Context: an optimization exercise on an open-source flow, tuned for small area, a short achievable clock period and few clock cycles per item. The choices shown serve that exercise and are no tape-out recipe. In this exercise RTL edits were held to simulation tests only and were not proved equivalent to the original.

Design neuron_mac_unit, start of the top module:
module neuron_mac_unit #(
  parameter int N_INPUTS = 4,
  parameter int CNT_W    = $clog2(N_INPUTS + 1)
) (
  input  logic        clk,
  input  logic        rst_n,
  input  logic        start,
  input  logic [63:0] bias,
  input  logic [1:0]  act_sel,
  output logic        busy,
  input  logic        in_valid,
  output logic        in_ready,
  input  logic [63:0] in_x,
  input  logic [63:0] in_w,
  output logic        out_valid,
  input  logic        out_ready,
  output logic [63:0] out_y,
  output logic [63:0] out_sum,
  output logic        sat_flag
);
Size: roughly 330 I/O pins, ~86000 um^2 of cells after synthesis.
export LEC_CHECK = 0
export ABC_AREA = 1
export CAP_MARGIN = 20
export CORE_MARGIN = 2
export CORE_UTILIZATION = 35
export PLACE_DENSITY = 0.7
export SLEW_MARGIN = 20
create_clock -name core_clock -period 16.0 [get_ports {clk}]
standard.sh (not shown) runs the stock make flow with config.mk's settings and CLKGATE_MAP_FILE= SYNTH_SCRIPT=/design/flow/synth_recipe.tcl, a recipe that flattens the netlist after the stock synthesis.
==> flow/flow/run.sh <==
#!/bin/bash
# Own layout flow: the standard ORFS flow (standard.sh) with these changes
# to how the layout is made:
#  1. after the standard synthesis, flow/polarity.py removes inverters around
#     full adders by flipping adders to their complemented form (a full adder
#     is self-dual), then the standard flow continues from that netlist;
#     registers are untouched;
#  2. extra make variables from flow/args.txt:
#     SETUP_SLACK_MARGIN - timing repair aims at a setup margin beyond the
#       16 ns clock, so the achieved period shrinks;
#     BUFFER_PORTS_ARGS - the port buffers the standard flow inserts use a
#       plain buffer cell (which repair may resize) instead of a delay buffer;
#     REMOVE_ABC_BUFFERS - drop synthesis's fanout buffers at floorplan and
#       let the placement-aware repair buffer instead.
# Logs: standard_synth.log, polarity.log, standard_make.log here, and each
# ORFS step's own log under orfs/logs/.
set -euo pipefail
mapfile -t ARGS < flow/args.txt
R=orfs/results/sky130hd/neuron_mac_unit/base
bash standard.sh "${ARGS[@]}" synth > standard_synth.log 2>&1
python3 flow/polarity.py "$R/1_2_yosys.v" "$R/1_2_yosys.pol.v" > polarity.log 2>&1
cp "$R/1_2_yosys.v" "$R/1_2_yosys.std.v"
mv "$R/1_2_yosys.pol.v" "$R/1_2_yosys.v"
touch "$R/1_2_yosys.v"
bash standard.sh "${ARGS[@]}" finish > standard_make.log 2>&1
Other scripts of this flow, unchanged in this note and not shown: flow/flow/args.txt, flow/flow/polarity.py
Testbench counts at the start, summed over its fixed seeds: cycles 8,000, items 1,600.
Then changed:
Settings changed: CORE_UTILIZATION 35 to 45, PLACE_DENSITY 0.7 to unset.
Outcome: Maximum frequency shrinks by 0.67%; wire length came out higher by 8.7%; worst setup slack is worse by 0.058 ns; utilization grows by 11 points; final area is about the same.

---

neuron_mac_unit, a different RTL version from the one above (not shown whole).
Size: about 200 flip-flops, about 330 I/O pins, about 85000 sq um of cells after synthesis.
Settings: LEC_CHECK=0, ABC_AREA=1, CAP_MARGIN=20, CORE_MARGIN=2, CORE_UTILIZATION=35, SLEW_MARGIN=20; clock period 16.0 ns.
==> flow/flow/run.sh <==
#!/bin/bash
# Standard ORFS layout with two changes to how it is made:
#  - timing repair aims at a setup margin (flow/margin.txt, ns) beyond the
#    16 ns clock, so the achieved period shrinks;
#  - the port buffers that the standard flow inserts use buf_4 (which the
#    repair may resize) instead of the default delay buffer.
set -euo pipefail
MARGIN=$(cat flow/margin.txt)
bash standard.sh SETUP_SLACK_MARGIN=$MARGIN \
  "BUFFER_PORTS_ARGS=-buffer_cell sky130_fd_sc_hd__buf_4" finish > standard_make.log 2>&1
==> flow/flow/margin.txt <==
7
Testbench counts at the start, summed over its fixed seeds: cycles 8,000, items 1,600.
Rerun with:
==> flow/flow/margin.txt (replaced) <==
8.5
This time the run failed in global routing, error GRT-0232.
Area after synthesis stays the same.
Synthesized cell count stays the same.
Rerun with:
==> flow/flow/run.sh (replaced) <==
#!/bin/bash
# Standard ORFS layout, with timing repair aiming at a tighter setup margin
# than the 16 ns clock needs, so the achieved period shrinks.
set -euo pipefail
MARGIN=$(cat flow/margin.txt)
bash standard.sh SETUP_SLACK_MARGIN=$MARGIN finish > standard_make.log 2>&1
==> flow/flow/margin.txt (replaced) <==
8
CORE_UTILIZATION = 40   (was 35)
The new run never finished: it broke off in global routing.
Area after synthesis is unchanged.
Synthesized cell count stays the same.

---

== run a ==
RTL: one of the versions met above, not the one the previous note started from.
Size in the first run: ~10000 cells after synthesis.
// neuron_mac_unit
module neuron_mac_unit #(
  parameter int N_INPUTS = 4,
  parameter int CNT_W    = $clog2(N_INPUTS + 1)
) (
  input  logic        clk,
  input  logic        rst_n,
  input  logic        start,
  input  logic [63:0] bias,
  input  logic [1:0]  act_sel,
  output logic        busy,
  input  logic        in_valid,
  output logic        in_ready,
  input  logic [63:0] in_x,
  input  logic [63:0] in_w,
  output logic        out_valid,
  input  logic        out_ready,
  output logic [63:0] out_y,
  output logic [63:0] out_sum,
  output logic        sat_flag
);
Settings: LEC_CHECK=0, ABC_AREA=1, CAP_MARGIN=20, CORE_MARGIN=2, CORE_UTILIZATION=35, SLEW_MARGIN=20; clock period 16.0 ns.
==> flow/flow/run.sh <==
#!/bin/bash
# Own layout flow: the standard ORFS flow (standard.sh) with these changes
# to how the layout is made:
#  1. after the standard synthesis, flow/polarity.py removes inverters around
#     full adders by flipping adders to their complemented form (a full adder
#     is self-dual), then the standard flow continues from that netlist;
#     registers are untouched;
#  2. extra make variables from flow/args.txt:
#     SETUP_SLACK_MARGIN - timing repair aims at a setup margin beyond the
#       16 ns clock, so the achieved period shrinks;
#     BUFFER_PORTS_ARGS - the port buffers the standard flow inserts use a
#       plain buffer cell (which repair may resize) instead of a delay buffer;
#     REMOVE_ABC_BUFFERS - drop synthesis's fanout buffers at floorplan and
#       let the placement-aware repair buffer instead.
# Logs: standard_synth.log, polarity.log, standard_make.log here, and each
# ORFS step's own log under orfs/logs/.
set -euo pipefail
mapfile -t ARGS < flow/args.txt
R=orfs/results/sky130hd/neuron_mac_unit/base
bash standard.sh "${ARGS[@]}" synth > standard_synth.log 2>&1
python3 flow/polarity.py "$R/1_2_yosys.v" "$R/1_2_yosys.pol.v" > polarity.log 2>&1
cp "$R/1_2_yosys.v" "$R/1_2_yosys.std.v"
mv "$R/1_2_yosys.pol.v" "$R/1_2_yosys.v"
touch "$R/1_2_yosys.v"
bash standard.sh "${ARGS[@]}" finish > standard_make.log 2>&1
Other scripts of this flow, unchanged in this note and not shown: flow/flow/args.txt, flow/flow/polarity.py
Every stage of the flow completed for run a, and the final layout passed the timing, DRC and antenna checks.
Testbench counts of run a, summed over its fixed seeds: cycles 8,000, items 1,600.
The following lists how run b was set up differently from run a:
- PLACE_DENSITY: unset -> 0.7
- CORE_UTILIZATION: 35 -> 45
### Flow results
- Cmp run b and run a / stage delay of the slowest cell on the critical path / lower: run a
- Run b vs. run a: overall fraction of global-route tracks in use went up by 8.7 points.
- Of run b and run a, run a shows the lower share of the core filled with cells, with run b above it.
- When run b is set beside run a, its die area turns out to be 55000 um2 smaller.
- Going from run a to run b, minimum clock period saw an increase, slew of the pin with the lowest slew margin saw an increase, final instance area saw a decrease, worst hold margin saw an increase.
- NOTE routed wire length run a->run b decreased by a few percent

-- afterwards: timing with drivers on the ports --
In the flow no input, the clock included, has a driving cell. The finished layouts below were timed again as built, in two steps. Step 1 (the two cells are an assumption about what drives the block):
set clk [get_ports {clk}]
set_driving_cell -lib_cell sky130_fd_sc_hd__clkbuf_16 $clk
set_driving_cell -lib_cell sky130_fd_sc_hd__buf_2 [delete_from_list [all_inputs] $clk]
Step 2 times the ports against the registers' clock, not the clock port: input delays grow and output delays shrink by t, the midpoint of the rising clock arrivals with the driver on. a / b / c = ideal / step 1 / step 2; a / b = the first two.
| run | t, ns | slack for setup (ns) | latest minus earliest clock arrival (ns) | worst register clock-pin slew, ns | worst slew at a driven data input, ns |
|---|---|---|---|---|---|
| the first run of note 1 | 0.726 | 7.426 / 7.429 / 6.709 | 0.032 / 0.032 | 0.09 / 0.09 | 0.29 |
| the second run of note 1 | 0.730 | 7.368 / 7.394 / 6.664 | 0.052 / 0.052 | 0.07 / 0.07 | 0.08 |
| the first run of note 2 | 0.773 | 6.839 / 6.837 / 6.064 | 0.093 / 0.093 | 0.13 / 0.13 | 0.12 |
| run a | 0.756 | 7.411 / 7.414 / 6.678 | 0.065 / 0.065 | 0.07 / 0.07 | 0.12 |
| run b | 0.776 | 7.350 / 7.408 / 6.632 | 0.074 / 0.074 | 0.10 / 0.10 | 0.10 |
After both steps every run listed still meets setup and hold. For the first run of note 2, which loses most, drivers alone change the setup slack by -0.002 ns; drivers and shift together by -0.775 ns.
